From an optimization exercise on the open Yosys and OpenROAD flow, aimed at small area, a short achievable clock period and few clock cycles per item; shortcuts taken in it are not production practice.
RTL that was checked went through simulation tests only; none was proved equivalent to the original.
For run 1, only the layout was checked, not whether the RTL still works.

## flow/design.v (module list and top-level ports; edited modules follow where they fit)
// module fp32_round_pack: 66 lines
// module fp32_mul_pipe: 1725 lines
module fp32_mul_pipe #(
  parameter logic [31:0] QNAN = fp32_pkg::QNAN
) (
  input  logic        clk,
  input  logic        rst_n,
  input  logic        in_valid,
  output logic        in_ready,
  input  logic [31:0] A,
  input  logic [31:0] B,
  output logic        out_valid,
  input  logic        out_ready,
  output logic [31:0] result,
  output logic [2:0]  flags
);
  // ...
==> flow/flow/run.sh <==
#!/bin/bash
# The standard layout, with the port buffers that global placement inserts made plain
# buffers (sky130_fd_sc_hd__buf_2) instead of the delay cell that buffer_ports picks.
set -euo pipefail
export BUFFER_PORTS_ARGS="-buffer_cell sky130_fd_sc_hd__buf_2"
bash standard.sh finish > standard_flow.log 2>&1
==> flow/standard.sh <==
#!/bin/bash
# synth_recipe.tcl (not shown) runs the flow's synth.tcl, then flattens the netlist and writes it again
# the make line also repeats each setting of config.mk as NAME=value (left out here)
make -C /OpenROAD-flow-scripts/flow DESIGN_CONFIG=/design/flow/config.mk WORK_HOME=/design/flow/orfs CLKGATE_MAP_FILE= SYNTH_SCRIPT=/design/flow/synth_recipe.tcl "${@:-finish}"
==> flow/config.mk <==
export PLATFORM = sky130hd
export DESIGN_NAME = fp32_mul_pipe
export DESIGN_NICKNAME = fp32_mul_pipe
export VERILOG_FILES = /design/flow/design.v
export SDC_FILE = /design/flow/constraint.sdc
export NUM_CORES = 4
export LEC_CHECK = 0
export ABC_AREA = 1
export CAP_MARGIN = 20
export CORE_MARGIN = 2
export CORE_UTILIZATION = 45
export SETUP_SLACK_MARGIN = 3
export SLEW_MARGIN = 20
export TNS_END_PERCENT = 5
==> flow/constraint.sdc <==
create_clock -name core_clock -period 8.0 [get_ports {clk}]
set_input_delay 1.6000 -clock core_clock [delete_from_list [all_inputs] [get_ports {clk}]]
set_output_delay 1.6000 -clock core_clock [all_outputs]
set_load 0.01 [all_outputs]
==> reports/results.txt, run 1 <==
Startpoint Class - input pin
Non-clk invs - 487
fin. max-slew vios - 0
run status - timing/DRC/antenna clean
Gate Count Post-Synth - 2546
register area share after synthesis - 0.1349
Inserted Clock Buffers - 9
dpl hpwl - 50920 um
Max Buffers Root-to-Sink - 2
post-synthesis mux area share - 0.001518
Final Cell Area - 23680 sq um
largest net degree at the start of global routing - 47
setup TNS - 0 ns
Hold Path Depth - 3
Area contributors post-synth - fa_1, edfxtp_1, xor2_1
largest reg by FF count - rq
Synth top area share - 0.2530
Post-Synth Adder-Cell Area - 0.3163
syn avg cell area - 7.770 sq um
WL final - 72710 um
layout cells sized above 1 - 0.1938
Max Fclk - 190.9 MHz
Root Buffer Master - clkbuf_16
FP Rows - 76
flip-flop and latch count - 89
ClkCell Share - 0.01258
port buffer count - 104
commonest cells in the netlist - inv_1, nand2_1, xor2_1
CTS clock-pin slew for the worst setup and hold paths - 0.07 ns
Area after DPL - 20980 sq um
Crit-path slowest cell - fa_2
r2r setup slk - 6.04 ns
antenna viol nets, final - 0
met1 Use GR - 0.4142
Clock buffer cells - 9
hold crit path type - reg2reg
gr busiest metal - met2
==> run 2: changes to the inputs <==
--- a/flow/design.v
+++ b/flow/design.v
@@ -76,17 +76,17 @@
   output logic        in_ready,
   input  logic [31:0] A,
   input  logic [31:0] B,
   output logic        out_valid,
   input  logic        out_ready,
   output logic [31:0] result,
   output logic [2:0]  flags
 );
-  localparam int NR = 72;
+  localparam int NR = 93;
   localparam int HW = 36;
   logic adv;
   logic [NR-1:0] rd, rq;
   logic [HW-1:0] hia, hib;
   logic ck;
   logic sign_d, sign_q, tie0_d, tie0_q, tie1_d, tie1_q, ck_q;
   logic [1:0] cls_d, cls_q;
   logic signed [9:0] exp_d, exp_q;
@@ -1583,58 +1583,16 @@
   assign fs260 = fc143 ^ fs215 ^ fc214;
   assign fc260 = (fc143 & fs215) | (fc143 & fc214) | (fs215 & fc214);
   assign fs261 = fc145 ^ fs216 ^ fc215;
   assign fc261 = (fc145 & fs216) | (fc145 & fc215) | (fs216 & fc215);
   assign fs262 = fc147 ^ fs217 ^ fc216;
   assign fc262 = (fc147 & fs217) | (fc147 & fc216) | (fs217 & fc216);
   assign fs263 = fs218 ^ fs151 ^ fc217;
   assign fc263 = (fs218 & fs151) | (fs218 & fc217) | (fs151 & fc217);
-  assign fs264 = fc151 ^ fc218 ^ fs219;
-  assign fc264 = (fc151 & fc218) | (fc151 & fs219) | (fc218 & fs219);
-  assign fs265 = fc153 ^ fs220 ^ fc219;
-  assign fc265 = (fc153 & fs220) | (fc153 & fc219) | (fs220 & fc219);
-  assign fs266 = fc155 ^ fs221 ^ fc220;
-  assign fc266 = (fc155 & fs221) | (fc155 & fc220) | (fs221 & fc220);
-  assign fs267 = fc157 ^ fs222 ^ fc221;
-  assign fc267 = (fc157 & fs222) | (fc157 & fc221) | (fs222 & fc221);
-  assign fs268 = fc159 ^ fs223 ^ fc222;
-  assign fc268 = (fc159 & fs223) | (fc159 & fc222) | (fs223 & fc222);
-  assign fs269 = fc161 ^ fs224 ^ fc223;
-  assign fc269 = (fc161 & fs224) | (fc161 & fc223) | (fs224 & fc223);
-  assign fs270 = fc163 ^ fs225 ^ fc224;
-  assign fc270 = (fc163 & fs225) | (fc163 & fc224) | (fs225 & fc224);
-  assign fs271 = fc165 ^ fs226 ^ fc225;
-  assign fc271 = (fc165 & fs226) | (fc165 & fc225) | (fs226 & fc225);
-  assign fs272 = fc167 ^ fs227 ^ fc226;
-  assign fc272 = (fc167 & fs227) | (fc167 & fc226) | (fs227 & fc226);
-  assign fs273 = fc169 ^ fs228 ^ fc227;
-  assign fc273 = (fc169 & fs228) | (fc169 & fc227) | (fs228 & fc227);
-  assign fs274 = fc171 ^ fs229 ^ fc228;
-  assign fc274 = (fc171 & fs229) | (fc171 & fc228) | (fs229 & fc228);
-  assign fs275 = fc173 ^ fs230 ^ fc229;
-  assign fc275 = (fc173 & fs230) | (fc173 & fc229) | (fs230 & fc229);
-  assign fs276 = fc175 ^ fs231 ^ fc230;
-  assign fc276 = (fc175 & fs231) | (fc175 & fc230) | (fs231 & fc230);
-  assign fs277 = fc177 ^ fs232 ^ fc231;
-  assign fc277 = (fc177 & fs232) | (fc177 & fc231) | (fs232 & fc231);
-  assign fs278 = fc179 ^ fs233 ^ fc232;
-  assign fc278 = (fc179 & fs233) | (fc179 & fc232) | (fs233 & fc232);
-  assign fs279 = fc181 ^ fs234 ^ fc233;
-  assign fc279 = (fc181 & fs234) | (fc181 & fc233) | (fs234 & fc233);
-  assign fs280 = fc183 ^ fs235 ^ fc234;
-  assign fc280 = (fc183 & fs235) | (fc183 & fc234) | (fs235 & fc234);
-  assign fs281 = fc185 ^ fs236 ^ fc235;
-  assign fc281 = (fc185 & fs236) | (fc185 & fc235) | (fs236 & fc235);
-  assign fs282 = fc187 ^ fs237 ^ fc236;
-  assign fc282 = (fc187 & fs237) | (fc187 & fc236) | (fs237 & fc236);
-  assign fs283 = fc189 ^ fs238 ^ fc237;
-  assign fc283 = (fc189 & fs238) | (fc189 & fc237) | (fs238 & fc237);
-  assign fs284 = fs239 ^ fc191 ^ fc238;
-  assign fc284 = (fs239 & fc191) | (fs239 & fc238) | (fc191 & fc238);
   assign fs285 = fc193 ^ fs240 ^ fc239;
   assign fc285 = (fc193 & fs240) | (fc193 & fc239) | (fs240 & fc239);
   assign fs286 = fc195 ^ fs241 ^ fc240;
   assign fc286 = (fc195 & fs241) | (fc195 & fc240) | (fs241 & fc240);
   assign fs287 = fc197 ^ fs242 ^ fc241;
   assign fc287 = (fc197 & fs242) | (fc197 & fc241) | (fs242 & fc241);
   assign fs288 = fc199 ^ fs243 ^ fc242;
   assign fc288 = (fc199 & fs243) | (fc199 & fc242) | (fs243 & fc242);
@@ -1651,88 +1609,109 @@
   assign hs294 = 1'b1 ^ hc248;
   assign hc294 = 1'b1 & hc248;
   logic [11:0] loa, lob;
   logic [12:0] lo_sum;
   assign loa = {fs258, fs257, fs256, fs255, fs254, fs253, fs252, fs251, hs250, hs249, pp0_1, pp0_0};
   assign lob = {fc257, fc256, fc255, fc254, fc253, fc252, fc251, hc250, hc249, bn1, 1'b0, bn0};
   assign lo_sum = {1'b0, loa} + {1'b0, lob};
   assign ck = lo_sum[12];
-  assign rd[0] = fs259;
-  assign rd[1] = fc258;
-  assign rd[2] = fs260;
-  assign rd[3] = fc259;
-  assign rd[4] = fs261;
-  assign rd[5] = fc260;
-  assign rd[6] = fs262;
-  assign rd[7] = fc261;
-  assign rd[8] = fs263;
-  assign rd[9] = fc262;
-  assign rd[10] = fs264;
-  assign rd[11] = fc263;
-  assign rd[12] = fs265;
-  assign rd[13] = fc264;
-  assign rd[14] = fs266;
-  assign rd[15] = fc265;
-  assign rd[16] = fs267;
-  assign rd[17] = fc266;
-  assign rd[18] = fs268;
-  assign rd[19] = fc267;
-  assign rd[20] = fs269;
-  assign rd[21] = fc268;
-  assign rd[22] = fs270;
-  assign rd[23] = fc269;
-  assign rd[24] = fs271;
-  assign rd[25] = fc270;
-  assign rd[26] = fs272;
-  assign rd[27] = fc271;
-  assign rd[28] = fs273;
-  assign rd[29] = fc272;
-  assign rd[30] = fs274;
-  assign rd[31] = fc273;
-  assign rd[32] = fs275;
-  assign rd[33] = fc274;
-  assign rd[34] = fs276;
-  assign rd[35] = fc275;
-  assign rd[36] = fs277;
-  assign rd[37] = fc276;
-  assign rd[38] = fs278;
-  assign rd[39] = fc277;
-  assign rd[40] = fs279;
-  assign rd[41] = fc278;
-  assign rd[42] = fs280;
-  assign rd[43] = fc279;
-  assign rd[44] = fs281;
-  assign rd[45] = fc280;
-  assign rd[46] = fs282;
-  assign rd[47] = fc281;
-  assign rd[48] = fs283;
-  assign rd[49] = fc282;
-  assign rd[50] = fs284;
-  assign rd[51] = fc283;
-  assign rd[52] = fs285;
-  assign rd[53] = fc284;
-  assign rd[54] = fs286;
-  assign rd[55] = fc285;
-  assign rd[56] = fs287;
-  assign rd[57] = fc286;
-  assign rd[58] = fs288;
-  assign rd[59] = fc287;
-  assign rd[60] = fs289;
-  assign rd[61] = fc288;
-  assign rd[62] = fs290;
-  assign rd[63] = fc289;
-  assign rd[64] = fs291;
-  assign rd[65] = fc290;
-  assign rd[66] = fs292;
-  assign rd[67] = fc291;
-  assign rd[68] = fs293;
-  assign rd[69] = fc292;
-  assign rd[70] = hs294;
-  assign rd[71] = fc293;
+  assign rd[0] = fc151;
+  assign rd[1] = fc218;
+  assign rd[2] = fs219;
+  assign rd[3] = fc153;
+  assign rd[4] = fs220;
+  assign rd[5] = fc219;
+  assign rd[6] = fc155;
+  assign rd[7] = fs221;
+  assign rd[8] = fc220;
+  assign rd[9] = fc157;
+  assign rd[10] = fs222;
+  assign rd[11] = fc221;
+  assign rd[12] = fc159;
+  assign rd[13] = fs223;
+  assign rd[14] = fc222;
+  assign rd[15] = fc161;
+  assign rd[16] = fs224;
+  assign rd[17] = fc223;
+  assign rd[18] = fc163;
+  assign rd[19] = fs225;
+  assign rd[20] = fc224;
+  assign rd[21] = fc165;
+  assign rd[22] = fs226;
+  assign rd[23] = fc225;
+  assign rd[24] = fc167;
+  assign rd[25] = fs227;
+  assign rd[26] = fc226;
+  assign rd[27] = fc169;
+  assign rd[28] = fs228;
+  assign rd[29] = fc227;
+  assign rd[30] = fc171;
+  assign rd[31] = fs229;
+  assign rd[32] = fc228;
+  assign rd[33] = fc173;
+  assign rd[34] = fs230;
+  assign rd[35] = fc229;
+  assign rd[36] = fc175;
+  assign rd[37] = fs231;
+  assign rd[38] = fc230;
+  assign rd[39] = fc177;
+  assign rd[40] = fs232;
+  assign rd[41] = fc231;
+  assign rd[42] = fc179;
+  assign rd[43] = fs233;
+  assign rd[44] = fc232;
+  assign rd[45] = fc181;
+  assign rd[46] = fs234;
+  assign rd[47] = fc233;
+  assign rd[48] = fc183;
+  assign rd[49] = fs235;
+  assign rd[50] = fc234;
+  assign rd[51] = fc185;
+  assign rd[52] = fs236;
+  assign rd[53] = fc235;
+  assign rd[54] = fc187;
+  assign rd[55] = fs237;
+  assign rd[56] = fc236;
+  assign rd[57] = fc189;
+  assign rd[58] = fs238;
+  assign rd[59] = fc237;
+  assign rd[60] = fs239;
+  assign rd[61] = fc191;
+  assign rd[62] = fc238;
+  assign rd[63] = fs259;
+  assign rd[64] = fc258;
+  assign rd[65] = fs260;
+  assign rd[66] = fc259;
+  assign rd[67] = fs261;
+  assign rd[68] = fc260;
+  assign rd[69] = fs262;
+  assign rd[70] = fc261;
+  assign rd[71] = fs263;
+  assign rd[72] = fc262;
+  assign rd[73] = fc263;
+  assign rd[74] = fs285;
+  assign rd[75] = fs286;
+  assign rd[76] = fc285;
+  assign rd[77] = fs287;
+  assign rd[78] = fc286;
+  assign rd[79] = fs288;
+  assign rd[80] = fc287;
+  assign rd[81] = fs289;
+  assign rd[82] = fc288;
+  assign rd[83] = fs290;
+  assign rd[84] = fc289;
+  assign rd[85] = fs291;
+  assign rd[86] = fc290;
+  assign rd[87] = fs292;
+  assign rd[88] = fc291;
+  assign rd[89] = fs293;
+  assign rd[90] = fc292;
+  assign rd[91] = hs294;
+  assign rd[92] = fc293;
   logic a_zero, b_zero, a_inf, b_inf, a_nan, b_nan;
   logic [23:0] lza, lzb, oha, ohb;
   assign a_zero = (A[30:23] == 8'h00);
   assign b_zero = (B[30:23] == 8'h00);
   assign a_inf  = (A[30:23] == 8'hFF) && (A[22:0] == 23'h0);
   assign b_inf  = (B[30:23] == 8'hFF) && (B[22:0] == 23'h0);
   assign a_nan  = (A[30:23] == 8'hFF) && (A[22:0] != 23'h0);
   assign b_nan  = (B[30:23] == 8'hFF) && (B[22:0] != 23'h0);
@@ -1772,18 +1751,60 @@
       ck_q   <= ck;
       sign_q <= sign_d;
       tie0_q <= tie0_d;
       tie1_q <= tie1_d;
       cls_q  <= cls_d;
       exp_q  <= exp_d;
     end
   end
-  assign hia = {rq[70], rq[68], rq[66], rq[64], rq[62], rq[60], rq[58], rq[56], rq[54], rq[52], rq[50], rq[48], rq[46], rq[44], rq[42], rq[40], rq[38], rq[36], rq[34], rq[32], rq[30], rq[28], rq[26], rq[24], rq[22], rq[20], rq[18], rq[16], rq[14], rq[12], rq[10], rq[8], rq[6], rq[4], rq[2], rq[0]};
-  assign hib = {rq[71], rq[69], rq[67], rq[65], rq[63], rq[61], rq[59], rq[57], rq[55], rq[53], rq[51], rq[49], rq[47], rq[45], rq[43], rq[41], rq[39], rq[37], rq[35], rq[33], rq[31], rq[29], rq[27], rq[25], rq[23], rq[21], rq[19], rq[17], rq[15], rq[13], rq[11], rq[9], rq[7], rq[5], rq[3], rq[1]};
+  assign fs264 = rq[0] ^ rq[1] ^ rq[2];
+  assign fc264 = (rq[0] & rq[1]) | (rq[0] & rq[2]) | (rq[1] & rq[2]);
+  assign fs265 = rq[3] ^ rq[4] ^ rq[5];
+  assign fc265 = (rq[3] & rq[4]) | (rq[3] & rq[5]) | (rq[4] & rq[5]);
+  assign fs266 = rq[6] ^ rq[7] ^ rq[8];
+  assign fc266 = (rq[6] & rq[7]) | (rq[6] & rq[8]) | (rq[7] & rq[8]);
+  assign fs267 = rq[9] ^ rq[10] ^ rq[11];
+  assign fc267 = (rq[9] & rq[10]) | (rq[9] & rq[11]) | (rq[10] & rq[11]);
+  assign fs268 = rq[12] ^ rq[13] ^ rq[14];
+  assign fc268 = (rq[12] & rq[13]) | (rq[12] & rq[14]) | (rq[13] & rq[14]);
+  assign fs269 = rq[15] ^ rq[16] ^ rq[17];
+  assign fc269 = (rq[15] & rq[16]) | (rq[15] & rq[17]) | (rq[16] & rq[17]);
+  assign fs270 = rq[18] ^ rq[19] ^ rq[20];
+  assign fc270 = (rq[18] & rq[19]) | (rq[18] & rq[20]) | (rq[19] & rq[20]);
+  assign fs271 = rq[21] ^ rq[22] ^ rq[23];
+  assign fc271 = (rq[21] & rq[22]) | (rq[21] & rq[23]) | (rq[22] & rq[23]);
+  assign fs272 = rq[24] ^ rq[25] ^ rq[26];
+  assign fc272 = (rq[24] & rq[25]) | (rq[24] & rq[26]) | (rq[25] & rq[26]);
+  assign fs273 = rq[27] ^ rq[28] ^ rq[29];
+  assign fc273 = (rq[27] & rq[28]) | (rq[27] & rq[29]) | (rq[28] & rq[29]);
+  assign fs274 = rq[30] ^ rq[31] ^ rq[32];
+  assign fc274 = (rq[30] & rq[31]) | (rq[30] & rq[32]) | (rq[31] & rq[32]);
+  assign fs275 = rq[33] ^ rq[34] ^ rq[35];
+  assign fc275 = (rq[33] & rq[34]) | (rq[33] & rq[35]) | (rq[34] & rq[35]);
+  assign fs276 = rq[36] ^ rq[37] ^ rq[38];
+  assign fc276 = (rq[36] & rq[37]) | (rq[36] & rq[38]) | (rq[37] & rq[38]);
+  assign fs277 = rq[39] ^ rq[40] ^ rq[41];
+  assign fc277 = (rq[39] & rq[40]) | (rq[39] & rq[41]) | (rq[40] & rq[41]);
+  assign fs278 = rq[42] ^ rq[43] ^ rq[44];
+  assign fc278 = (rq[42] & rq[43]) | (rq[42] & rq[44]) | (rq[43] & rq[44]);
+  assign fs279 = rq[45] ^ rq[46] ^ rq[47];
+  assign fc279 = (rq[45] & rq[46]) | (rq[45] & rq[47]) | (rq[46] & rq[47]);
+  assign fs280 = rq[48] ^ rq[49] ^ rq[50];
+  assign fc280 = (rq[48] & rq[49]) | (rq[48] & rq[50]) | (rq[49] & rq[50]);
+  assign fs281 = rq[51] ^ rq[52] ^ rq[53];
+  assign fc281 = (rq[51] & rq[52]) | (rq[51] & rq[53]) | (rq[52] & rq[53]);
+  assign fs282 = rq[54] ^ rq[55] ^ rq[56];
+  assign fc282 = (rq[54] & rq[55]) | (rq[54] & rq[56]) | (rq[55] & rq[56]);
+  assign fs283 = rq[57] ^ rq[58] ^ rq[59];
+  assign fc283 = (rq[57] & rq[58]) | (rq[57] & rq[59]) | (rq[58] & rq[59]);
+  assign fs284 = rq[60] ^ rq[61] ^ rq[62];
+  assign fc284 = (rq[60] & rq[61]) | (rq[60] & rq[62]) | (rq[61] & rq[62]);
+  assign hia = {rq[91], rq[89], rq[87], rq[85], rq[83], rq[81], rq[79], rq[77], rq[75], rq[74], fs284, fs283, fs282, fs281, fs280, fs279, fs278, fs277, fs276, fs275, fs274, fs273, fs272, fs271, fs270, fs269, fs268, fs267, fs266, fs265, fs264, rq[71], rq[69], rq[67], rq[65], rq[63]};
+  assign hib = {rq[92], rq[90], rq[88], rq[86], rq[84], rq[82], rq[80], rq[78], rq[76], fc284, fc283, fc282, fc281, fc280, fc279, fc278, fc277, fc276, fc275, fc274, fc273, fc272, fc271, fc270, fc269, fc268, fc267, fc266, fc265, fc264, rq[73], rq[72], rq[70], rq[68], rq[66], rq[64]};
   fp32_round_pack #(.K(12), .QNAN(QNAN)) u_round_pack (
     .hia    (hia),
     .hib    (hib),
     .cin    (ck_q),
     .tie0   (tie0_q),
     .tie1   (tie1_q),
     .sign   (sign_q),
     .exp    (exp_q),
==> flow/run.sh (new file) <==
#!/bin/bash
# synth_recipe.tcl (not shown) runs the flow's synth.tcl, then flattens the netlist and writes it again
# the make line also repeats each setting of config.mk as NAME=value (left out here)
make -C /OpenROAD-flow-scripts/flow DESIGN_CONFIG=/design/flow/config.mk WORK_HOME=/design/flow/orfs CLKGATE_MAP_FILE= SYNTH_SCRIPT=/design/flow/synth_recipe.tcl finish
==> flow/config.mk (replaced) <==
export PLATFORM = sky130hd
export DESIGN_NAME = fp32_mul_pipe
export DESIGN_NICKNAME = fp32_mul_pipe
export VERILOG_FILES = /design/flow/design.v
export SDC_FILE = /design/flow/constraint.sdc
export NUM_CORES = 4
export LEC_CHECK = 0
export ABC_AREA = 1
export CAP_MARGIN = 20
export CORE_MARGIN = 2
export CORE_UTILIZATION = 45
export SETUP_SLACK_MARGIN = 2.5
export SLEW_MARGIN = 20
export TNS_END_PERCENT = 5
removed: flow/flow/run.sh
removed: flow/standard.sh
==> run 2 against run 1 <==
Still clean. Register-to-register slack lost 0.41 ns. Clock-buffer cell count is the same. Critical path depth stayed put. Synthesized cell count increased by 1.9%. Global-route usage decreased by 1.1 points. Flip-flop and latch count rose by 21. Design area shrank 0.66%. Synthesized area up 3.6%. Clock skew up 0.0018 ns. Worst hold slack got worse by 0.068 ns. Worst setup slack lost 0.55 ns. Critical path type unchanged.
==> reports/results.txt, run 2 <==
Via density - 5.722 (was 5.814)
maximum fanout along the worst path - 20 (was 5)
grt total ovfl - 0 (unchanged)
Inserted Clock Buffers - 9 (unchanged)
first-pass GRT wire length - 110200 um (was 109000 um)
initial drt markers - 1876 (was 2313)
r2r setup slk - 5.63 ns (was 6.04 ns)
WL final - 72430 um (was 72710 um)
worst slew pin tran - 1.059 ns (was 0.9895 ns)
Initial Util - 0.4533 (was 0.4572)
Max Fclk - 172.9 MHz (was 190.9 MHz)
Tot GR Track Use - 0.3082 (was 0.3188)
register area share after synthesis - 0.1610 (was 0.1349)
crit path kind - in2reg (unchanged)
required time worst endpoint - 8.12 ns (was 8.09 ns)
largest reg by FF count - rq (unchanged)
largest family of logic cells by synthesized area - adder cells (unchanged)
largest net degree at the start of global routing - 46 (was 47)
Area contributors post-synth - fa_1, edfxtp_1, xor2_1 (unchanged)
drt wl/cell - 22.19 um (was 22.18 um)
post-synthesis mux area share - 0.001466 (was 0.001518)
Hold Path Depth - 2 (was 3)
EDFF count, synth - 109 (was 88)
number of flip-flops in the largest register - 93 (was 72)
initial antenna violation count - 1 (was 0)
fin. max-slew vios - 0 (unchanged)
Sink Count - 110 (was 89)
most frequently used flop master after synthesis - edfxtp_1 (unchanged)
Post-Synthesis Cell Area - 20480 sq um (was 19780 sq um)
Post-Synth Adder-Cell Area - 0.3054 (was 0.3163)
biggest regs - rq (93), exp_q (10), cls_q (2) (was rq (72), exp_q (10), cls_q (2))
R2R cell count - 3 (unchanged)
# DRC - 0 (unchanged)
H-tree levels - 3 (unchanged)
Synth top area share - 0.2443 (was 0.2530)
final worst-path cycle share - 0.7229 (was 0.6547)
count leader, synth - inv_1 (unchanged)
Arrival @ worst endpoint - 5.90 ns (was 5.33 ns)
Std-Cell Core Area - 45190 sq um (was 43270 sq um)
Final min period - 5.783 ns (was 5.238 ns)
compound-gate portion of the synthesized area - 0.1255 (was 0.1253)
Seq cells post-synth - 110 (was 89)
Max Buffers Root-to-Sink - 2 (unchanged)
run status - timing/DRC/antenna clean (unchanged)
FP Rows - 78 (was 76)
Area Overhead vs Synth - 14.84% (was 19.70%)
CTS tree - yes (unchanged)
post-synthesis xor/xnor area fraction - 0.1219 (was 0.1235)
commonest cells after routing, fill and taps aside - inv_1, nand2_1, xor2_1 (unchanged)
DIE WIDTH - 217.4 um (was 213.7 um)
RSZ-0062 raised after global routing - yes (unchanged)
Simple-Gate Fraction of Synth Area - 0.1689 (was 0.1792)
die area - 47240 sq um (was 45650 sq um)
HP Start - out_valid$_DFFE_PN0P_ (unchanged)
FF-to-FF End - exp_q[7]$_DFFE_PP_ (was rq[56]$_DFFE_PP_)
antenna viol nets, final - 0 (unchanged)
syn nets - 3012 (was 2964)
IO Pins - 105 (unchanged)
Startpoint Class - input pin (unchanged)
# setup viols final - 0 (unchanged)
Yosys top cell by area - fa_1 (unchanged)
Hold Path End - out_valid$_DFFE_PN0P_ (unchanged)
n_diodes - 0 (unchanged)
worst skew pair latency - 0.38 ns (was 0.35 ns)
final hold violations - 0 (unchanged)
max_slew headroom - 0.2897 (was 0.3343)
Netlist cell types - 56 (unchanged)
Root Buffer Master - clkbuf_16 (unchanged)
die height - 217.4 um (was 213.7 um)
syn avg cell area - 7.897 sq um (was 7.770 sq um)
CTS Hold Bufs - 0 (unchanged)
Gate Count Post-Synth - 2594 (was 2546)
clk_skew - 0.01014 ns (was 0.008318 ns)
Post-layout nets - 3077 (was 3106)
CP Capture Type - flop (unchanged)
GP Congestion - 1.003 (was 0.9835)
Vias - 18680 (was 19060)
DR pass1 iterations - 5 (was 6)
yosys warns - 2 (unchanged)
most common cell after layout, fill and taps aside - inv_1 (unchanged)
layout cells sized above 1 - 0.1077 (was 0.1938)
hold_ws - 0.8769 ns (was 0.9448 ns)
hold crit path type - reg2reg (unchanged)
vias in the first global route - 18800 (was 18560)
setup TNS - 0 ns (unchanged)
Async SR Flop Fraction - 0.009091 (was 0.01124)
CTS clock-pin slew for the worst setup and hold paths - 0.08 ns (was 0.07 ns)
port buffer count - 104 (unchanged)
Reg-to-Reg Start - out_valid$_DFFE_PN0P_ (unchanged)
max-cap violations - 0 (unchanged)
dpl hpwl - 54200 um (was 50920 um)
commonest cells in the netlist - inv_1, nand2_1, xor2_1 (unchanged)
==> run 2: cell type report <==
class	instances	area (sq um)
clock inverters	7	102.6
repair buffers	183	1698
well taps	600	750.7
repair inverters	5	36.28
clock buffers	9	225.2
fillers	4343	21660
flip-flops and latches	110	3298
multi-input cells	1862	15530
inverters	488	1884
==> run 2: cells by family (layout without fill, tap and decap cells) <==
kind of cell / count (synthesis) / count (layout)
DFF: 110 / 110
xor gates and xnor gates: 285 / 285
AOI/OAI and AO/OA: 428 / 428
adders and majority gates: 350 / 350
and+or+nand+nor: 792 / 796
buffers and inverters: 626 / 692
muxes: 3 / 3
==> run 2: through the flow <==
| stage | util | cell area [sq um] | cells | worst slack, ns |
|---|---|---|---|---|
| 3_5_place_dp | 0.4898 | 22130 | 3212 | 1.355 |
| 4_1_cts | 0.5097 | 23030 | 3253 | 2.256 |
| 5_1_grt | 0.5206 | 23520 | 3264 | 2.111 |
| 2_1_floorplan | - | 20490 | 2594 | 2.665 |
| 6_report | 0.5206 | 23520 | 3264 | 2.217 |
| 3_3_place_gp | 0.4898 | 22130 | 3212 | 1.487 |
==> run 2: worst max path at each step <==
stage | start | to | slack, ns | depth (start not counted)
final | B[9] | rq[22]$_DFFE_PP_ | 2.22 | 15
after global routing | rq[24]$_DFFE_PP_ | result[6] | 2.11 | 18
after CTS | rq[27]$_DFFE_PP_ | result[12] | 2.26 | 18
after detailed placement | B[11] | rq[31]$_DFFE_PP_ | 1.36 | 12
after global placement | B[11] | rq[25]$_DFFE_PP_ | 1.49 | 11
after floorplan | B[1] | ck_q$_DFFE_PP_ | 2.66 | 15
==> run 2: timing repair <==
item                       CTS  global route
setup endpoints to repair   96            84
pin swaps                    8            11
gates cloned                 7             2
gates resized for setup    104            97
buffers inserted            18             9
==> run 2: layer usage <==
layer / vias to the layer above / routed length (um) / global-route usage
met2: 985 / 32900 / 0.4953
met5: - / 0 / 0
met3: 225 / 6333 / 0.04444
met1: 8958 / 29100 / 0.4088
met4: 0 / 4089 / 0.1505
li1: 8510 / - / -
==> run 2: worst max-delay path: stages <==
cell and delay, ns:
clkdlybuf4s50_1 0.47, buf_6 0.30, nor2_1 0.13, inv_1 0.09
nand2_1 0.07, nand2_1 0.36, buf_4 0.37, o22ai_1 0.13
xor2_1 0.18, fa_1 0.53, inv_1 0.05, fa_1 0.54
inv_1 0.09, fa_1 0.50, fa_1 0.47
Testbench counts of run 2, summed over its fixed seeds: cycles 8,008, items 8,000.
==> run 3: changes to the inputs <==
--- a/flow/config.mk
+++ b/flow/config.mk
@@ -9,6 +9,6 @@
 export CAP_MARGIN = 20
 export CORE_MARGIN = 2
 export CORE_UTILIZATION = 45
-export SETUP_SLACK_MARGIN = 2.5
+export SETUP_SLACK_MARGIN = 3
 export SLEW_MARGIN = 20
 export TNS_END_PERCENT = 5
==> run 3 against run 2 <==
Clock-buffer cell count unchanged. Fmax up 8.0%. Clock skew down 0.0027 ns. Worst setup slack better by 0.43 ns. Worst hold slack worse by 0.021 ns. Via count up 2.7%. Final cell count up 2.5%. Critical endpoint is now rq[69]$_DFFE_PP_. Critical path depth down 4.
==> reports/results.txt, run 3 <==
Largest stage delay, worst path - 0.64 ns (was 0.54 ns)
r2r setup slk - 5.95 ns (was 5.63 ns)
drt wl/cell - 22.02 um (was 22.19 um)
biggest regs - rq (93), exp_q (10), cls_q (2) (unchanged)
die area - 47240 sq um (unchanged)
commonest cells after routing, fill and taps aside - inv_1, nand2_1, xor2_1 (unchanged)
Sink Count - 110 (unchanged)
Crit-path slowest cell - clkdlybuf4s50_1 (was fa_1)
number of flip-flops in the largest register - 93 (unchanged)
Via density - 5.734 (was 5.722)
crit path kind - in2reg (unchanged)
largest net degree at the start of global routing - 81 (was 46)
DR pass1 iterations - 9 (was 5)
die height - 217.4 um (unchanged)
register area share after synthesis - 0.1610 (unchanged)
commonest cells in the netlist - inv_1, nand2_1, xor2_1 (unchanged)
Most common cell on crit path - fa_1 (unchanged)
Post-Synthesis Cell Area - 20480 sq um (unchanged)
IO Pins - 105 (unchanged)
grt total ovfl - 0 (unchanged)
most common cell after layout, fill and taps aside - inv_1 (unchanged)
CTS tree - yes (unchanged)
setup TNS - 0 ns (unchanged)
dpl hpwl - 54160 um (was 54200 um)
Post-Route Utilization - 0.5464 (was 0.5206)
RSZ-0062 raised after global routing - yes (unchanged)
vias in the first global route - 19520 (was 18800)
# DRC - 0 (unchanged)
required time worst endpoint - 8.12 ns (about the same)
Tot GR Track Use - 0.3156 (was 0.3082)
most frequently used flop master after synthesis - edfxtp_1 (unchanged)
layout cells sized above 1 - 0.1865 (was 0.1077)
Yosys top cell by area - fa_1 (unchanged)
initial antenna violation count - 1 (unchanged)
initial drt markers - 1788 (was 1876)
H-tree levels - 3 (unchanged)
Std-Cell Core Area - 45190 sq um (unchanged)
CP Capture Type - flop (unchanged)
Max Fclk - 186.7 MHz (was 172.9 MHz)
GP Congestion - 1.001 (was 1.003)
Initial Util - 0.4533 (unchanged)
Area Overhead vs Synth - 20.52% (was 14.84%)
crit path cell chain - clkdlybuf4s50_1 -> clkinv_2 -> o22ai_1 -> xor2_1 -> fa_1 -> inv_1 -> fa_1 -> inv_1 -> fa_1 -> inv_1 -> fa_1 (was clkdlybuf4s50_1 -> buf_6 -> nor2_1 -> inv_1 -> nand2_1 -> nand2_1 -> buf_4 -> o22ai_1 -> xor2_1 -> fa_1 -> inv_1 -> fa_1 -> inv_1 -> fa_1 -> fa_1)
max-cap violations - 0 (unchanged)
Area contributors post-synth - fa_1, edfxtp_1, xor2_1 (unchanged)
count leader, synth - inv_1 (unchanged)
CTS Hold Bufs - 0 (unchanged)
Max Buffers Root-to-Sink - 2 (unchanged)
clk_skew - 0.007408 ns (was 0.01014 ns)
first-pass GRT wire length - 113500 um (was 110200 um)
n_diodes - 0 (unchanged)
WL final - 73650 um (was 72430 um)
run status - timing/DRC/antenna clean (unchanged)
DIE WIDTH - 217.4 um (unchanged)
Seq cells post-synth - 110 (unchanged)
FP Rows - 78 (unchanged)
Inserted Clock Buffers - 9 (unchanged)
Fill cells - 4215 (was 4343)
maximum fanout along the worst path - 26 (was 20)
Startpoint Class - input pin (unchanged)
Post-layout nets - 3158 (was 3077)
Final min period - 5.356 ns (was 5.783 ns)
# setup viols final - 0 (unchanged)
CTS clock-pin slew for the worst setup and hold paths - 0.08 ns (about the same)
Gate Count Post-Synth - 2594 (unchanged)
largest reg by FF count - rq (unchanged)
max_slew headroom - 0.3339 (was 0.2897)
Placed Cells incl. Taps - 3212 (unchanged)
worst slew pin tran - 0.9992 ns (was 1.059 ns)
syn avg cell area - 7.897 sq um (unchanged)
EDFF count, synth - 109 (unchanged)
Root Buffer Master - clkbuf_16 (unchanged)
Vias - 19180 (was 18680)
Synth top area share - 0.2443 (unchanged)
fin. max-slew vios - 0 (unchanged)
Netlist cell types - 56 (unchanged)
hold crit path type - reg2reg (unchanged)
syn nets - 3012 (unchanged)
port buffer count - 104 (unchanged)
worst path buffer plus inverter count - 5 (was 6)
worst skew pair latency - 0.36 ns (was 0.38 ns)
antenna viol nets, final - 0 (unchanged)
yosys warns - 2 (unchanged)
final worst-path cycle share - 0.6695 (was 0.7229)
Crit path max-delay family - adder cells (unchanged)
Arrival @ worst endpoint - 5.47 ns (was 5.90 ns)
Non-Filler Instances - 3345 (was 3264)
hold_ws - 0.8559 ns (was 0.8769 ns)
final hold violations - 0 (unchanged)
Async SR Flop Fraction - 0.009091 (unchanged)
-- run 3: logic make-up (layout without fill, tap and decap cells) --
logic type      after synthesis  after routing  synth area share
mux                           3              3          0.001466
fa+ha+maj                   350            350            0.3054
simple gates                792            795            0.1689
buf+inv                     626            773            0.1159
flops                       110            110            0.1610
xor+xnor                    285            285            0.1219
compound gates              428            429            0.1255
-- run 3: layout make-up --
class | instances | area (sq um) | share of cell area
Clock inverter | 7 | 88.84 | 0.003598
Timing Repair Buffer | 263 | 2325 | 0.09416
Tap cell | 600 | 750.7 | 0.03041
Sequential cell | 110 | 3298 | 0.1336
Clock buffer | 9 | 225.2 | 0.009122
Multi-Input combinational cell | 1862 | 16020 | 0.6488
Timing Repair inverter | 6 | 43.79 | 0.001774
Inverter | 488 | 1939 | 0.07855
-- run 3: per-stage QoR --
step	area [sq um]	setup WS, ns
after floorplan	20570	2.747
after global placement	22180	1.623
after detailed placement	22180	1.582
after CTS	24470	2.739
after global routing	24690	2.505
final	24690	2.644
-- run 3: worst reg2reg max path, stage by stage (launching register included) --
cell,delay [ns]
dfrtp_1,0.41
nand2_4,0.35
buf_4,0.82
-- run 3: path summary, 6_finish.rpt --
kind,endpoint,cells after the start,from
worst max-delay path,rq[69]$_DFFE_PP_,11,A[12]
worst min-delay path,out_valid$_DFFE_PN0P_,2,out_valid$_DFFE_PN0P_
worst max register to register,exp_q[4]$_DFFE_PP_,2,out_valid$_DFFE_PN0P_
worst min register to register,out_valid$_DFFE_PN0P_,2,out_valid$_DFFE_PN0P_
max in group asynchronous,out_valid$_DFFE_PN0P_,1,rst_n
min in group asynchronous,out_valid$_DFFE_PN0P_,1,rst_n
-- run 3: routing by layer --
| metal | wire (um) | global-route usage | part of all wire |
|---|---|---|---|
| met1 | 30300 | 0.4136 | 0.41 |
| met2 | 33020 | 0.5042 | 0.45 |
| met3 | 6004 | 0.05227 | 0.082 |
| met4 | 4324 | 0.1623 | 0.059 |
| met5 | 0 | 0 | 0 |
-- run 3: repair_timing --
item,CTS,global route
endpoints found under the setup margin,121,95
cloned,13,0
buffers inserted,94,10
pin swaps,75,46
gates resized for setup,419,64
==> run 4: changes to the inputs <==
--- a/flow/config.mk
+++ b/flow/config.mk
@@ -9,6 +9,6 @@
 export CAP_MARGIN = 20
 export CORE_MARGIN = 2
 export CORE_UTILIZATION = 45
-export SETUP_SLACK_MARGIN = 3
+export SETUP_SLACK_MARGIN = 3.5
 export SLEW_MARGIN = 20
-export TNS_END_PERCENT = 5
+export TNS_END_PERCENT = 1
==> run 4 against run 3 <==
Flip-flop and latch count is the same. Clock-buffer cell count is the same. Sequential share of layout area shrank 0.36 points.
==> reports/results.txt, run 4 <==
Post-Synthesis Cell Area - 20480 sq um (unchanged)
grt total ovfl - 0 (unchanged)
Via density - 5.782 (was 5.734)
syn nets - 3012 (unchanged)
setup TNS - 0 ns (unchanged)
register area share after synthesis - 0.1610 (unchanged)
Vias - 19400 (was 19180)
initial antenna violation count - 3 (was 1)
hold crit path type - reg2reg (unchanged)
antenna viol nets, final - 0 (unchanged)
maximum fanout along the worst path - 7 (was 26)
Max Buffers Root-to-Sink - 2 (unchanged)
Fill cells - 4081 (was 4215)
commonest cells in the netlist - inv_1, nand2_1, xor2_1 (unchanged)
port buffer count - 104 (unchanged)
Seq cells post-synth - 110 (unchanged)
first-pass GRT wire length - 113800 um (was 113500 um)
IO Pins - 105 (unchanged)
CTS clock-pin slew for the worst setup and hold paths - 0.07 ns (was 0.08 ns)
DR pass1 iterations - 6 (was 9)
layout cells sized above 1 - 0.2138 (was 0.1865)
Sink Count - 110 (unchanged)
Final Cell Area - 25370 sq um (was 24690 sq um)
Max Fclk - 187.6 MHz (was 186.7 MHz)
yosys warns - 2 (unchanged)
Gate Count Post-Synth - 2594 (unchanged)
pre-CTS setup slack - 1.612 ns (was 1.582 ns)
worst skew pair latency - 0.38 ns (was 0.36 ns)
CP Capture Type - flop (unchanged)
run status - timing/DRC/antenna clean (unchanged)
final hold violations - 0 (unchanged)
WL final - 75200 um (was 73650 um)
Area Overhead vs Synth - 23.86% (was 20.52%)
Tot GR Track Use - 0.3162 (was 0.3156)
vias in the first global route - 19440 (was 19520)
post-synthesis mux area share - 0.001466 (unchanged)
max_slew headroom - 0.3332 (was 0.3339)
Non-Filler Instances - 3356 (was 3345)
origin of the worst setup path - B[13] (was A[12])
R2R cell count - 2 (unchanged)
drt wl/cell - 22.41 um (was 22.02 um)
Async SR Flop Fraction - 0.009091 (unchanged)
max-cap violations - 0 (unchanged)
crit path kind - in2reg (unchanged)
Post-layout nets - 3168 (was 3158)
biggest regs - rq (93), exp_q (10), cls_q (2) (unchanged)
post-synthesis xor/xnor area fraction - 0.1219 (unchanged)
fin. max-slew vios - 0 (unchanged)
EDFF count, synth - 109 (unchanged)
Placed Cells incl. Taps - 3209 (was 3212)
# setup viols final - 0 (unchanged)
initial drt markers - 2104 (was 1788)
largest family of logic cells by synthesized area - adder cells (unchanged)
Worst Setup EP - rq[37]$_DFFE_PP_ (was rq[69]$_DFFE_PP_)
Reg-to-Reg Start - out_valid$_DFFE_PN0P_ (unchanged)
syn avg cell area - 7.897 sq um (unchanged)
clk_skew - 0.01722 ns (was 0.007408 ns)
CTS Hold Bufs - 0 (unchanged)
RSZ-0062 raised after global routing - yes (unchanged)
count leader, synth - inv_1 (unchanged)
required time worst endpoint - 8.10 ns (was 8.12 ns)
dpl hpwl - 54080 um (was 54160 um)
die area - 47240 sq um (unchanged)
compound-gate portion of the synthesized area - 0.1255 (unchanged)
worst slew pin tran - 1.000 ns (was 0.9992 ns)
CTS tree - yes (unchanged)
# DRC - 0 (unchanged)
final worst-path cycle share - 0.6664 (was 0.6695)
most frequently used flop master after synthesis - edfxtp_1 (unchanged)
hold_ws - 0.8451 ns (was 0.8559 ns)
Simple-Gate Fraction of Synth Area - 0.1689 (unchanged)
Area contributors post-synth - fa_1, edfxtp_1, xor2_1 (unchanged)
r2r setup slk - 5.92 ns (was 5.95 ns)
Arrival @ worst endpoint - 5.43 ns (was 5.47 ns)
Synth top area share - 0.2443 (unchanged)
final worst slack - 2.669 ns (was 2.644 ns)
Post-Synth Adder-Cell Area - 0.3054 (unchanged)
Startpoint Class - input pin (unchanged)
FF-to-FF End - rq[75]$_DFFE_PP_ (was exp_q[4]$_DFFE_PP_)
largest net degree at the start of global routing - 82 (was 81)
Initial Util - 0.4533 (unchanged)
most common cell after layout, fill and taps aside - inv_1 (unchanged)
number of flip-flops in the largest register - 93 (unchanged)
Std-Cell Core Area - 45190 sq um (unchanged)
GP Congestion - 0.9551 (was 1.001)
Inserted Clock Buffers - 9 (unchanged)
FP Rows - 78 (unchanged)
H-tree levels - 3 (unchanged)
Area after DPL - 22250 sq um (was 22180 sq um)
Root Buffer Master - clkbuf_16 (unchanged)
Final min period - 5.331 ns (was 5.356 ns)
Netlist cell types - 56 (unchanged)
largest reg by FF count - rq (unchanged)
HP Start - out_valid$_DFFE_PN0P_ (unchanged)
Yosys top cell by area - fa_1 (unchanged)
die height - 217.4 um (unchanged)
DIE WIDTH - 217.4 um (unchanged)
commonest cells after routing, fill and taps aside - inv_1, nand2_1, xor2_1 (unchanged)
## run 4: cell count changes in the layout (fill, tap and decap cells not counted), moves of 9 or more
cell / before / now
nor2_4: 19 / 37
o21ai_0: 67 / 58
nand2_2: 60 / 76
nand2_1: 352 / 318
nand2_4: 18 / 38
nand3_4: 2 / 13
nor2_2: 46 / 36
inv_1: 430 / 418
## run 4: worst min-delay path by stage
stage	end	slack, ns	depth (start not counted)
after detailed placement	out_valid$_DFFE_PN0P_	0.83	2
after global routing	out_valid$_DFFE_PN0P_	0.93	2
after global placement	out_valid$_DFFE_PN0P_	0.84	2
after floorplan	out_valid$_DFFE_PN0P_	1.30	0
final	out_valid$_DFFE_PN0P_	0.85	2
after CTS	out_valid$_DFFE_PN0P_	0.85	2
## run 4: per-stage QoR
| stage | utilization |
|---|---|
| after global placement | 0.4924 |
| final | 0.5615 |
| after floorplan | - |
| after detailed placement | 0.4924 |
| after CTS | 0.5459 |
| after global routing | 0.5615 |
## run 4: logic make-up after synthesis
family                     after synthesis
and+or+nand+nor                        792
buffers and inverters                  626
AOI/OAI and AO/OA                      428
adders and majority gates              350
xor gates and xnor gates               285
DFF                                    110
muxes                                    3
## run 4: area by class of cell
| type | instances | area [sq um] | share of cell area |
|---|---|---|---|
| repair inverters | 7 | 50.05 | 0.001972 |
| clock inverters | 7 | 56.30 | 0.002219 |
| repair buffers | 268 | 2476 | 0.09759 |
| inverters | 488 | 1966 | 0.07747 |
| diodes | 1 | 2.502 | 0.00009862 |
| multi-input cells | 1866 | 16550 | 0.6522 |
| clock buffers | 9 | 225.2 | 0.008876 |
| well taps | 600 | 750.7 | 0.02959 |
| flip-flops and latches | 110 | 3298 | 0.1300 |
## run 4: per-layer routing
| metal | wire [um] | vias to the layer above | share of wire | track usage |
|---|---|---|---|---|
| met4 | 4928 | 0 | 0.066 | 0.1836 |
| li1 | - | 8720 | - | - |
| met2 | 33350 | 1082 | 0.44 | 0.4933 |
| met1 | 30420 | 9333 | 0.40 | 0.4156 |
| met3 | 6502 | 269 | 0.086 | 0.05325 |
| met5 | 0 | - | 0 | 0 |
## run 4: critical path, cell delays in order
cell and delay [ns]:
clkdlybuf4s50_1 0.51, buf_12 0.12, clkinvlp_4 0.10, buf_4 0.16
o21ai_4 0.35, buf_4 0.19, o22ai_1 0.07, xor2_1 0.18
fa_1 0.52, inv_1 0.06, fa_1 0.60, fa_1 0.47
fa_1 0.51
## run 4: repair_timing
item                       CTS  global route
pin swaps                   95           109
setup buffers               84            27
gates cloned                17             2
setup endpoints to repair  126           124
gates resized for setup    436           164
==> run 5: changes to the inputs <==
--- a/flow/config.mk
+++ b/flow/config.mk
@@ -9,6 +9,5 @@
 export CAP_MARGIN = 20
 export CORE_MARGIN = 2
 export CORE_UTILIZATION = 45
-export SETUP_SLACK_MARGIN = 3.5
+export SETUP_SLACK_MARGIN = 2
 export SLEW_MARGIN = 20
-export TNS_END_PERCENT = 1
==> run 5 against run 4 <==
Synthesized area unchanged. Via count fell by 4.2%. Wire length decreased by 5.4%. Design area down 9.1%. Critical path type is now reg2out. Worst setup slack worse by 0.58 ns.
==> reports/results.txt, run 5 <==
largest net degree at the start of global routing - 48 (was 82)
Fill cells - 4436 (was 4081)
worst skew pair latency - 0.38 ns (about the same)
biggest regs - rq (93), exp_q (10), cls_q (2) (unchanged)
die area - 47240 sq um (unchanged)
register area share after synthesis - 0.1610 (unchanged)
most common cell after layout, fill and taps aside - inv_1 (unchanged)
Reg-to-Reg Start - out_valid$_DFFE_PN0P_ (unchanged)
required time worst endpoint - 6.40 ns (was 8.10 ns)
Root Buffer Master - clkbuf_16 (unchanged)
HP Start - out_valid$_DFFE_PN0P_ (unchanged)
first-pass GRT wire length - 108200 um (was 113800 um)
CTS clock-pin slew for the worst setup and hold paths - 0.10 ns (was 0.07 ns)
Hold Path Depth - 2 (unchanged)
Max Fclk - 169.3 MHz (was 187.6 MHz)
clk_skew - 0.01396 ns (was 0.01722 ns)
Vias - 18590 (was 19400)
setup TNS - 0 ns (unchanged)
Gate Count Post-Synth - 2594 (unchanged)
H-tree levels - 3 (unchanged)
GP Congestion - 1.010 (was 0.9551)
DR pass1 iterations - 6 (unchanged)
Startpoint Class - flop (was input pin)
Sink Count - 110 (unchanged)
syn avg cell area - 7.897 sq um (unchanged)
Async SR Flop Fraction - 0.009091 (unchanged)
Placed Cells incl. Taps - 3211 (was 3209)
Yosys top cell by area - fa_1 (unchanged)
Max Buffers Root-to-Sink - 2 (unchanged)
r2r setup slk - 5.69 ns (was 5.92 ns)
maximum fanout along the worst path - 7 (unchanged)
drt wl/cell - 21.85 um (was 22.41 um)
dpl hpwl - 54250 um (was 54080 um)
Post-layout nets - 3068 (was 3168)
crit path kind - reg2out (was in2reg)
final hold violations - 0 (unchanged)
commonest cells in the netlist - inv_1, nand2_1, xor2_1 (unchanged)
port buffer count - 104 (unchanged)
Final min period - 5.907 ns (was 5.331 ns)
CTS Hold Bufs - 0 (unchanged)
CTS tree - yes (unchanged)
Tot GR Track Use - 0.2991 (was 0.3162)
commonest cells after routing, fill and taps aside - inv_1, nand2_1, xor2_1 (unchanged)
RSZ-0062 raised after global routing - yes (unchanged)
grt total ovfl - 0 (unchanged)
Post-Synthesis Cell Area - 20480 sq um (unchanged)
R2R cell count - 3 (was 2)
CP Capture Type - output port (was flop)
antenna viol nets, final - 0 (unchanged)
WL final - 71110 um (was 75200 um)
Arrival @ worst endpoint - 4.31 ns (was 5.43 ns)
most frequently used flop master after synthesis - edfxtp_1 (unchanged)
run status - timing/DRC/antenna clean (unchanged)
FF-to-FF End - rq[9]$_DFFE_PP_ (was rq[75]$_DFFE_PP_)
count leader, synth - inv_1 (unchanged)
Inserted Clock Buffers - 9 (unchanged)
die height - 217.4 um (unchanged)
initial antenna violation count - 1 (was 3)
max-cap violations - 0 (unchanged)
Hold Path End - out_valid$_DFFE_PN0P_ (unchanged)
worst slew pin tran - 1.027 ns (was 1.000 ns)
EDFF count, synth - 109 (unchanged)
yosys warns - 2 (unchanged)
final worst-path cycle share - 0.7384 (was 0.6664)
DIE WIDTH - 217.4 um (unchanged)
Initial Util - 0.4533 (unchanged)
Area contributors post-synth - fa_1, edfxtp_1, xor2_1 (unchanged)
Area Overhead vs Synth - 12.55% (was 23.86%)
FP Rows - 78 (unchanged)
# setup viols final - 0 (unchanged)
Via density - 5.711 (was 5.782)
syn nets - 3012 (unchanged)
largest reg by FF count - rq (unchanged)
IO Pins - 105 (unchanged)
hold crit path type - reg2reg (unchanged)
Synth top area share - 0.2443 (unchanged)
n_diodes - 0 (was 1)
vias in the first global route - 18810 (was 19440)
number of flip-flops in the largest register - 93 (unchanged)
layout cells sized above 1 - 0.08964 (was 0.2138)
Std-Cell Core Area - 45190 sq um (unchanged)
fin. max-slew vios - 0 (unchanged)
Seq cells post-synth - 110 (unchanged)
# DRC - 0 (unchanged)
Netlist cell types - 56 (unchanged)
initial drt markers - 1666 (was 2104)
max_slew headroom - 0.3147 (was 0.3332)
Non-Filler Instances - 3255 (was 3356)
run 5: cell counts after synthesis:
No cell type changed its count.
run 5: logic make-up after synthesis:
group                      share of synthesized area
AOI/OAI and AO/OA                             0.1255
muxes                                       0.001466
buffers and inverters                         0.1159
DFF                                           0.1610
xor gates and xnor gates                      0.1219
adders and majority gates                     0.3054
and+or+nand+nor                               0.1689
run 5: final cells by class:
type / instances / area, sq um / area share
Clock buffer: 9 / 225.2 / 0.009769
Tap cell: 600 / 750.7 / 0.03256
Multi-Input combinational cell: 1862 / 15190 / 0.6588
Timing Repair inverter: 2 / 10.01 / 0.0004342
Sequential cell: 110 / 3298 / 0.1431
Timing Repair Buffer: 177 / 1635 / 0.07093
Clock inverter: 7 / 77.57 / 0.003365
Inverter: 488 / 1869 / 0.08108
run 5: routing by layer:
layer,vias up,global-route usage,wire length [um],share of wire
li1,8477,-,-,-
met3,217,0.05199,5885,0.083
met2,937,0.4810,32070,0.45
met4,2,0.1395,3817,0.054
met5,-,0,57,0.00080
met1,8957,0.3932,29280,0.41
run 5: worst max-delay path: stages, from the launching register on:
cell and delay (ns):
edfxtp_1 0.44, fa_1 0.48, ha_2 0.41, nand2_1 0.12
inv_1 0.09, nand3_1 0.15, nor2_1 0.25, nand3_1 0.19
nand4_1 0.11, nand2_1 0.10, inv_1 0.19, nand3_1 0.16
nor2_1 0.13, nand3_1 0.13, xor2_1 0.18, a21oi_1 0.20
clkdlybuf4s50_1 0.58
run 5: worst max path at each step:
stage / start / to / slack (ns) / cells after the start
after floorplan: out_ready / in_ready / 2.39 / 2
after global placement: B[11] / rq[25]$_DFFE_PP_ / 1.58 / 11
after detailed placement: B[11] / rq[25]$_DFFE_PP_ / 1.49 / 11
after CTS: rq[51]$_DFFE_PP_ / result[8] / 2.01 / 15
after global routing: rq[60]$_DFFE_PP_ / result[30] / 1.92 / 16
final: rq[37]$_DFFE_PP_ / result[15] / 2.09 / 16
run 5: through the flow:
step	setup slack (ns)	hold slack, ns	area (sq um)	util
after detailed placement	1.486	0.8561	22130	0.4896
final	2.093	0.8310	23050	0.5102
after floorplan	2.393	1.304	20480	-
after global routing	1.924	0.9279	23050	0.5102
after CTS	2.006	0.8720	22500	0.4979
after global placement	1.575	0.7933	22130	0.4896
run 5: repair_timing:
action / in CTS / in global routing
setup endpoints to repair: 51 / 63
cloned: 1 / 5
pin swaps: 3 / 8
setup buffers: 3 / 19
gates resized for setup: 11 / 99
==> run 6: changes to the inputs <==
==> flow/flow/run.sh (new file) <==
#!/bin/bash
# The standard layout, with the port buffers that global placement inserts made plain
# buffers (sky130_fd_sc_hd__buf_2) instead of the delay cell that buffer_ports picks.
set -euo pipefail
export BUFFER_PORTS_ARGS="-buffer_cell sky130_fd_sc_hd__buf_2"
bash standard.sh finish > standard_flow.log 2>&1
==> flow/standard.sh (new file) <==
#!/bin/bash
# synth_recipe.tcl (not shown) runs the flow's synth.tcl, then flattens the netlist and writes it again
# the make line also repeats each setting of config.mk as NAME=value (left out here)
make -C /OpenROAD-flow-scripts/flow DESIGN_CONFIG=/design/flow/config.mk WORK_HOME=/design/flow/orfs CLKGATE_MAP_FILE= SYNTH_SCRIPT=/design/flow/synth_recipe.tcl "${@:-finish}"
removed: flow/run.sh
==> run 6 against run 5 <==
Synthesized area stayed put. Non-clock buffer count fell by 33. Synthesized cell count stayed put. Die area stayed put. Fmax increased by 0.16%. Critical path type is now in2reg. Largest cell class unchanged.
==> reports/results.txt, run 6 <==
count leader, synth - inv_1 (unchanged)
clk_skew - 0.009443 ns (was 0.01396 ns)
grt total ovfl - 0 (unchanged)
Std-Cell Core Area - 45190 sq um (unchanged)
Most common cell on crit path - fa_1 (was nand3_1)
Vias - 18430 (was 18590)
antenna viol nets, final - 0 (unchanged)
H-tree levels - 3 (unchanged)
FP Rows - 78 (unchanged)
Area contributors post-synth - fa_1, edfxtp_1, xor2_1 (unchanged)
GP Congestion - 0.9397 (was 1.010)
first-pass GRT wire length - 105700 um (was 108200 um)
biggest regs - rq (93), exp_q (10), cls_q (2) (unchanged)
port buffer count - 104 (unchanged)
Largest stage delay, worst path - 0.94 ns (was 0.58 ns)
Inserted Clock Buffers - 9 (unchanged)
Via density - 5.732 (was 5.711)
final worst-path cycle share - 0.7372 (was 0.7384)
Yosys top cell by area - fa_1 (unchanged)
Post-Synthesis Cell Area - 20480 sq um (unchanged)
most common cell after layout, fill and taps aside - inv_1 (unchanged)
Async SR Flop Fraction - 0.009091 (unchanged)
die area - 47240 sq um (unchanged)
Final min period - 5.898 ns (was 5.907 ns)
most frequently used flop master after synthesis - edfxtp_1 (unchanged)
EDFF count, synth - 109 (unchanged)
Max Buffers Root-to-Sink - 2 (unchanged)
Area Overhead vs Synth - 6.780% (was 12.55%)
Sink Count - 110 (unchanged)
worst skew pair latency - 0.37 ns (was 0.38 ns)
Root Buffer Master - clkbuf_16 (unchanged)
n_diodes - 0 (unchanged)
# setup viols final - 0 (unchanged)
CTS Hold Bufs - 0 (unchanged)
Gate Count Post-Synth - 2594 (unchanged)
layout cells sized above 1 - 0.08639 (was 0.08964)
largest net degree at the start of global routing - 57 (was 48)
commonest cells after routing, fill and taps aside - inv_1, nand2_1, xor2_1 (unchanged)
# DRC - 0 (unchanged)
Seq cells post-synth - 110 (unchanged)
HP Start - out_valid$_DFFE_PN0P_ (unchanged)
CTS tree - yes (unchanged)
WL final - 69140 um (was 71110 um)
worst slew pin tran - 1.230 ns (was 1.027 ns)
drt wl/cell - 21.50 um (was 21.85 um)
largest reg by FF count - rq (unchanged)
max-cap violations - 0 (unchanged)
fin. max-slew vios - 0 (unchanged)
Arrival @ worst endpoint - 6.00 ns (was 4.31 ns)
initial drt markers - 1743 (was 1666)
Crit-path slowest cell - inv_1 (was clkdlybuf4s50_1)
crit path cell chain - buf_2 -> inv_1 -> nand2_1 -> o21ai_1 -> buf_4 -> o22ai_1 -> xor2_1 -> fa_1 -> fa_1 -> inv_1 -> fa_1 -> fa_1 (was fa_1 -> ha_2 -> nand2_1 -> inv_1 -> nand3_1 -> nor2_1 -> nand3_1 -> nand4_1 -> nand2_1 -> inv_1 -> nand3_1 -> nor2_1 -> nand3_1 -> xor2_1 -> a21oi_1 -> clkdlybuf4s50_1)
CP Capture Type - flop (was output port)
hold_ws - 0.6738 ns (was 0.8310 ns)
yosys warns - 2 (unchanged)
RSZ-0062 raised after global routing - yes (unchanged)
Fill cells - 4473 (was 4436)
final hold violations - 0 (unchanged)
setup TNS - 0 ns (unchanged)
Max Fclk - 169.6 MHz (was 169.3 MHz)
crit path kind - in2reg (was reg2out)
CTS clock-pin slew for the worst setup and hold paths - 0.08 ns (was 0.10 ns)
DR pass1 iterations - 6 (unchanged)
required time worst endpoint - 8.10 ns (was 6.40 ns)
initial antenna violation count - 0 (was 1)
maximum fanout along the worst path - 24 (was 7)
syn avg cell area - 7.897 sq um (unchanged)
die height - 217.4 um (unchanged)
Startpoint Class - input pin (was flop)
Initial Util - 0.4533 (unchanged)
Synth top area share - 0.2443 (unchanged)
origin of the worst setup path - B[19] (was rq[37]$_DFFE_PP_)
Netlist cell types - 56 (unchanged)
max_slew headroom - 0.1790 (was 0.3147)
syn nets - 3012 (unchanged)
commonest cells in the netlist - inv_1, nand2_1, xor2_1 (unchanged)
number of flip-flops in the largest register - 93 (unchanged)
Tot GR Track Use - 0.2927 (was 0.2991)
DIE WIDTH - 217.4 um (unchanged)
dpl hpwl - 52500 um (was 54250 um)
IO Pins - 105 (unchanged)
Post-layout nets - 3029 (was 3068)
Reg-to-Reg Start - out_valid$_DFFE_PN0P_ (unchanged)
run status - timing/DRC/antenna clean (unchanged)
register area share after synthesis - 0.1610 (unchanged)
vias in the first global route - 18450 (was 18810)
hold crit path type - reg2reg (unchanged)
Post-Route Utilization - 0.4841 (was 0.5102)
run 6: cell count changes in the layout (fill, tap and decap cells not counted), moves of 7 or more:
cell,delta
a21oi_1,+8
a21oi_2,-7
buf_2,+104
buf_4,-30
clkdlybuf4s50_1,-97
ha_1,+14
ha_2,-12
nand2_1,+16
nand2_2,-16
nor2_1,+27
nor2_2,-19
nor2_4,-8
run 6: final cells by class:
class / instances / area [sq um] / share of cell area
tap: 600 / 750.7 / 0.03432
timing repair buffer: 144 / 828.3 / 0.03787
clock inverter: 7 / 102.6 / 0.004691
multi-input combinational: 1858 / 14820 / 0.6776
sequential: 110 / 3298 / 0.1508
inverter: 488 / 1847 / 0.08443
clock buffer: 9 / 225.2 / 0.01030
run 6: metrics by stage:
step	area [sq um]	setup slack [ns]	std cells
global placement	21480	1.710	3194
global route	21870	1.972	3216
detailed placement	21490	1.630	3195
CTS	21820	2.019	3211
floorplan	20480	2.393	2594
finish	21870	2.102	3216
run 6: kinds of logic after synthesis:
kind of cell             after synthesis  synth area share
XOR/XNOR                             285            0.1219
flip-flops                           110            0.1610
multiplexers                           3          0.001466
AND/OR/NAND/NOR                      792            0.1689
AO/OA/AOI/OAI                        428            0.1255
buffers and inverters                626            0.1159
adder cells (fa/ha/maj)              350            0.3054
run 6: repair_timing:
item                                    CTS  global route
pin swaps                                 0             1
buffers inserted                          0             5
resized for setup                         1             5
endpoints found under the setup margin   16            55
run 6: path summary, 6_finish.rpt:
check,endpoint,slack [ns],cells past startpoint
max in group asynchronous,out_valid$_DFFE_PN0P_,6.91,1
min,sign_q$_DFFE_PP_,0.67,1
max reg2reg,rq[81]$_DFFE_PP_,5.78,3
max,rq[34]$_DFFE_PP_,2.10,12
min in group asynchronous,out_valid$_DFFE_PN0P_,1.00,1
min reg2reg,sign_q$_DFFE_PP_,0.67,1
run 6: metal layers:
| layer | vias to the layer above | wire length, um | global-route usage |
|---|---|---|---|
| met2 | 1006 | 31120 | 0.4659 |
| li1 | 8398 | - | - |
| met3 | 226 | 6347 | 0.05926 |
| met5 | - | 0 | 0 |
| met4 | 0 | 3629 | 0.1418 |
| met1 | 8804 | 28040 | 0.3814 |
run 6: worst max-delay path, delay by kind of cell:
| kind | cells | cell delay (ns) |
|---|---|---|
| adder cells (fa/ha/maj) | 4 | 2.07 |
| AND/OR/NAND/NOR | 1 | 0.18 |
| XOR/XNOR | 1 | 0.19 |
| AO/OA/AOI/OAI | 2 | 0.26 |
| buffers and inverters | 4 | 1.67 |

[separate check: timing with driven ports]
How much do the figures lean on ideal ports? The routed layouts below were timed once more, with nothing changed but the port constraints.
Step 1 (the two cells are an assumption about what drives the block):
set clk [get_ports {clk}]
set_driving_cell -lib_cell sky130_fd_sc_hd__clkbuf_16 $clk
set_driving_cell -lib_cell sky130_fd_sc_hd__buf_2 [delete_from_list [all_inputs] $clk]
Step 2, shift: input delay + t, output delay - t, t = (earliest + latest rising clock arrival at the registers) / 2. This alone moves slack from input paths to output paths.
Three values: no drivers, after step 1, after step 2; two values: the first two.
run | t (ns) | setup slack, ns | clock arrival spread, ns | worst register clock-pin slew, ns | worst data-port slew with drivers (ns)
run 1 | 0.395 | 2.762 / 2.750 / 2.356 | 0.013 / 0.013 | 0.07 / 0.07 | 0.09
run 2 | 0.426 | 2.217 / 2.244 / 1.819 | 0.014 / 0.015 | 0.09 / 0.09 | 0.05
run 3 | 0.413 | 2.644 / 2.598 / 2.258 | 0.013 / 0.014 | 0.08 / 0.08 | 0.05
run 4 | 0.418 | 2.669 / 2.695 / 2.277 | 0.024 / 0.024 | 0.09 / 0.09 | 0.05
run 5 | 0.419 | 2.093 / 2.045 / 1.764 | 0.022 / 0.022 | 0.10 / 0.10 | 0.05
run 6 | 0.416 | 2.102 / 2.136 / 1.719 | 0.011 / 0.011 | 0.08 / 0.08 | 0.05
After both steps setup and hold are still met in every run listed. For run 1, which loses most, drivers alone change the setup slack by -0.012 ns; drivers and shift together by -0.406 ns.
